This is an optimization exercise on Yosys and OpenROAD, whose aim is small area, not a production implementation. In this exercise RTL edits were held to simulation tests only and were not proved equivalent to the original. Power figures rest on the tool's default switching activity, not on a simulated workload.

Design meter_poll_retry_sequencer_unit, start of the top module:
module meter_poll_retry_sequencer_unit
(
  input  wire        clk,
  input  wire        rst_n,
  input  wire        in_valid,
  output logic       in_stall,
  input  mprs_pkg::in_item_t   in_data,
  output logic       out_valid,
  input  wire        out_stall,
  output mprs_pkg::out_item_t  out_data,
  input  wire        psel,
  input  wire        penable,
  input  wire        pwrite,
  input  wire [3:0]  paddr,
  input  wire [31:0] pwdata,
  output logic [31:0] prdata,
  output logic       pready
);
For scale: about 1300 cells after synthesis, about 15000 um^2 of cells after synthesis.
==> flow/config.mk <==
export PLATFORM = sky130hd
export DESIGN_NAME = meter_poll_retry_sequencer_unit
export DESIGN_NICKNAME = meter_poll_retry_sequencer_unit
export VERILOG_FILES = /design/flow/design.v
export SDC_FILE = /design/flow/constraint.sdc
export NUM_CORES = 4
export LEC_CHECK = 0
export CAP_MARGIN = 20
export CORE_MARGIN = 2
export CORE_UTILIZATION = 40
export SLEW_MARGIN = 20
==> flow/constraint.sdc <==
create_clock -name core_clock -period 6.0 [get_ports {clk}]
set_input_delay 1.2000 -clock core_clock [delete_from_list [all_inputs] [get_ports {clk}]]
set_output_delay 1.2000 -clock core_clock [all_outputs]
set_load 0.01 [all_outputs]
run.sh (not shown) runs the stock make flow with config.mk's settings and CLKGATE_MAP_FILE= SYNTH_SCRIPT=/design/flow/synth_recipe.tcl, a recipe that flattens the netlist after the stock synthesis.
The starting point finished with timing, DRC and antenna clean.
Then changed:
- CORE_UTILIZATION: 40 -> 75
- CTS_CLUSTER_DIAMETER: unset -> 60
- CTS_CLUSTER_SIZE: unset -> 24
- PLACE_DENSITY: unset -> 0.8
Result: Total power falls by 12%; clock power falls by 26%; wire length is about the same; final area falls by 4.1%.
Then changed:
- CORE_UTILIZATION: 75 -> 65
- CTS_CLUSTER_DIAMETER: 60 -> 80
- CTS_CLUSTER_SIZE: 24 -> 28
- PLACE_DENSITY: 0.8 -> unset
The changed run finished with timing, DRC and antenna clean; total power falls by 8.6%; cell count is higher by 1.9%; cell area fell by 1.3%; utilization fell by 12 points; via count falls by 5.6%; die area is higher by 15%; routed wire length is lower by 7.0%; clock skew shrinks by 9.3 ps.

Another version of the RTL of meter_poll_retry_sequencer_unit (not shown whole).
For scale: about 830 cells after synthesis, about 360 flip-flops, ~120 I/O pins, ~11000 sq um of cells after synthesis.
Settings: LEC_CHECK=0, CAP_MARGIN=20, CORE_MARGIN=2, CORE_UTILIZATION=65, CTS_CLUSTER_DIAMETER=80, CTS_CLUSTER_SIZE=28, SLEW_MARGIN=20; clock period 6.0 ns.
standard.sh (not shown) runs the stock make flow with config.mk's settings and CLKGATE_MAP_FILE= SYNTH_SCRIPT=/design/flow/synth_recipe.tcl, a recipe that flattens the netlist after the stock synthesis.
==> flow/flow/run.sh <==
#!/bin/bash
# Layout flow: the standard ORFS flow, with small buffers on the ports and a clock
# tree without dummy loads. Everything else (synthesis, floorplan, power grid, tap cells,
# placement, routing) is the standard flow unchanged.
set -euo pipefail
export BUFFER_PORTS_ARGS="-buffer_cell sky130_fd_sc_hd__buf_1"
export CTS_ARGS="-sink_clustering_enable -repair_clock_nets -sink_clustering_size 20 -sink_clustering_max_diameter 60 -buf_list sky130_fd_sc_hd__clkbuf_8 -dont_use_dummy_load"
bash standard.sh > standard_flow.log 2>&1
Edit:
CORE_UTILIZATION = 50   (was 65)
The new run passed the timing, design-rule and antenna checks.
Final area goes up by 1.0%.
Wire length goes up by 2.2%.
Die area goes up by 29%.
Edit:
--- a/flow/flow/run.sh
+++ b/flow/flow/run.sh
@@ -7 +7 @@
-export CTS_ARGS="-sink_clustering_enable -repair_clock_nets -sink_clustering_size 20 -sink_clustering_max_diameter 60 -buf_list sky130_fd_sc_hd__clkbuf_8 -dont_use_dummy_load"
+export CTS_ARGS="-sink_clustering_enable -repair_clock_nets -sink_clustering_size 10 -sink_clustering_max_diameter 40 -buf_list sky130_fd_sc_hd__clkbuf_4 -dont_use_dummy_load"
CORE_UTILIZATION = 65   (was 50)
Clock-buffer cell count grows by 19. Fmax fell by 2.3%. Clock skew rises by 0.048 ns. Sequential share of layout area increases by 0.51 points. Global-route usage came out higher by 4.9 points. Design area drops by 0.75%. Critical path depth stays the same. Routed wire length is lower by 0.70%.
Edit:
--- a/flow/flow/run.sh
+++ b/flow/flow/run.sh
@@ -7 +7 @@
-export CTS_ARGS="-sink_clustering_enable -repair_clock_nets -sink_clustering_size 10 -sink_clustering_max_diameter 40 -buf_list sky130_fd_sc_hd__clkbuf_4 -dont_use_dummy_load"
+export CTS_ARGS="-sink_clustering_enable -repair_clock_nets -sink_clustering_size 20 -sink_clustering_max_diameter 60 -buf_list sky130_fd_sc_hd__clkbuf_8 -dont_use_dummy_load"
CAP_MARGIN = 0   (was 20)
SLEW_MARGIN = 0   (was 20)
Design area fell by 0.31%.
Clock skew decreases by 0.051 ns.
Sequential cell count is unchanged.

harbor:
meter_poll_retry_sequencer_unit again, from the RTL that the note above started with.
export LEC_CHECK = 0
export CAP_MARGIN = 20
export CORE_MARGIN = 2
export CORE_UTILIZATION = 65
export CTS_CLUSTER_DIAMETER = 80
export CTS_CLUSTER_SIZE = 28
export SLEW_MARGIN = 20
create_clock -name core_clock -period 6.0 [get_ports {clk}]
==> flow/flow/run.sh <==
#!/bin/bash
# Layout flow: the standard ORFS flow, with small buffers on the ports and a clock
# tree without dummy loads. Everything else (synthesis, floorplan, power grid, tap cells,
# placement, routing) is the standard flow unchanged.
set -euo pipefail
export BUFFER_PORTS_ARGS="-buffer_cell sky130_fd_sc_hd__buf_1"
export CTS_ARGS="-sink_clustering_enable -repair_clock_nets -sink_clustering_size 18 -sink_clustering_max_diameter 60 -buf_list \"sky130_fd_sc_hd__clkbuf_8 sky130_fd_sc_hd__clkbuf_4\" -dont_use_dummy_load"
bash standard.sh > standard_flow.log 2>&1
diff inputs: harbor => tundra
==> flow/flow/run.sh <==
#!/bin/bash
# Layout flow: the standard ORFS flow, with small buffers on the ports and a clock
# tree without dummy loads. Everything else (synthesis, floorplan, power grid, tap cells,
# placement, routing) is the standard flow unchanged.
set -euo pipefail
export BUFFER_PORTS_ARGS="-buffer_cell sky130_fd_sc_hd__buf_1"
export CTS_ARGS="-sink_clustering_enable -repair_clock_nets -sink_clustering_size 28 -sink_clustering_max_diameter 80 -dont_use_dummy_load"
bash standard.sh > standard_flow.log 2>&1
Results
tundra was carried through to the last stage, and its layout satisfied the timing, design-rule and antenna checks.
Slew at the pin with the worst max-slew slack: tundra < harbor
In tundra, the total power after layout came out 170 uW above the value in harbor.
Setup slack, tundra and harbor, higher one = tundra.
In the flow results for tundra and harbor, the clock power is larger on tundra.
Between harbor and tundra, the flow reports worst ir drop on vdd decreasing by a little under 10%.
Summary: net switching component of the power, tundra worse than harbor
On tundra: maximum frequency is about 1.2% higher than what harbor gave.

## before
Another version of the RTL of meter_poll_retry_sequencer_unit (not shown whole).
For scale: about 350 flip-flops, roughly 120 I/O pins.
clock: 6.0 ns
lec_check: 0
cap_margin: 20
core_margin: 2
core_utilization: 65
cts_cluster_diameter: 80
cts_cluster_size: 28
slew_margin: 20
run.sh (not shown) runs the stock make flow with config.mk's settings and CLKGATE_MAP_FILE= SYNTH_SCRIPT=/design/flow/synth_recipe.tcl, a recipe that flattens the netlist after the stock synthesis.
Stock flow here: none of the scripts above is used.
before: flow completed, timing, DRC and antenna clean
> inputs changed (before -> after)
==> flow/flow/run.sh (new file) <==
#!/bin/bash
# Layout flow: the standard ORFS flow, with small buffers on the ports and a clock
# tree without dummy loads. Everything else (synthesis, floorplan, power grid, tap cells,
# placement, routing) is the standard flow unchanged.
set -euo pipefail
export BUFFER_PORTS_ARGS="-buffer_cell sky130_fd_sc_hd__buf_1"
export CTS_ARGS="-sink_clustering_enable -repair_clock_nets -sink_clustering_size 28 -sink_clustering_max_diameter 80 -dont_use_dummy_load"
bash standard.sh > standard_flow.log 2>&1
==> flow/standard.sh (new file) <==
#!/bin/bash
# synth_recipe.tcl (not shown) runs the flow's synth.tcl, then flattens the netlist and writes it again
# the make line also repeats each setting of config.mk as NAME=value (left out here)
make -C /OpenROAD-flow-scripts/flow DESIGN_CONFIG=/design/flow/config.mk WORK_HOME=/design/flow/orfs CLKGATE_MAP_FILE= SYNTH_SCRIPT=/design/flow/synth_recipe.tcl "${@:-finish}"
removed: flow/run.sh
[summary]
before vs after, termination of the worst setup path: in_stall vs u_ctrl.timer_r[6]
When the final numbers for before and after were put side by side, the data required time at the worst endpoint turned out to be greater in after.
As far as adder-cell area share of the yosys netlist goes, before and after are indistinguishable; the numbers are identical.
Summary of after over before: setup slack of the critical path after layout rose 290 ps, first-iteration detailed-routing DRC count has decreased, post-route standard cell area excluding fillers has decreased, clock tree cell share of total cell area shows a reduction of 0.43 points.
Relative to before, relative contribution of the clock network to total power decreased by 1.2 points in after.
Looking at standby leakage power across before and after, the one that comes out lower is after.
after against before; non-clock buffer count is up slightly.
Delta (after minus before): clock power shrank by about 6%; share of the final layout cell area in multi-input gates grew by 1.3 points.

[port drivers added, routing unchanged]
The flow's constraints put no driver on any port. The routed layouts listed below were extracted and timed again, unchanged, in two steps. Step 1, drivers: a clkbuf_16 drives clk and a buf_2 each remaining input, both assumed. Step 2 times the ports against the registers' clock, not the clock port: input delays grow and output delays shrink by t, the midpoint of the rising clock arrivals with the driver on. Slacks: no drivers / after step 1 / after step 2; pairs: no drivers / after step 1.
run | t (ns) | setup slack, ns | worst register clock-pin slew, ns | worst data-port slew with drivers (ns) | cell pins on the clock port's net
the first run of note 1 | 0.598 | 0.477 / 0.426 / 1.024 | 0.06 / 0.06 | 0.05 | 1
the second run of note 1 | 0.589 | 0.570 / 0.520 / 1.110 | 0.09 / 0.09 | 0.06 | 1
the third run of note 1 | 0.571 | 0.410 / 0.362 / 0.933 | 0.11 / 0.11 | 0.06 | 1
the first run of note 2 | 0.565 | 1.981 / 1.941 / 2.095 | 0.12 / 0.12 | 0.06 | 1
the second run of note 2 | 0.576 | 1.969 / 1.927 / 2.109 | 0.11 / 0.11 | 0.05 | 1
the third run of note 2 | 0.637 | 1.876 / 1.842 / 2.107 | 0.10 / 0.10 | 0.06 | 1
the fourth run of note 2 | 0.564 | 1.977 / 1.937 / 2.106 | 0.12 / 0.12 | 0.06 | 1
harbor | 0.570 | 1.965 / 1.928 / 2.109 | 0.12 / 0.12 | 0.05 | 1
tundra | 0.529 | 2.014 / 1.970 / 2.122 | 0.10 / 0.10 | 0.06 | 1
before | 0.528 | 1.288 / 1.239 / 1.239 | 0.10 / 0.10 | 0.07 | 1
after | 0.521 | 1.579 / 1.579 / 1.579 | 0.10 / 0.10 | 0.07 | 1
After both steps setup and hold are still met in every run listed. For before, which loses most, drivers alone change the setup slack by -0.049 ns; drivers and shift together by -0.049 ns.
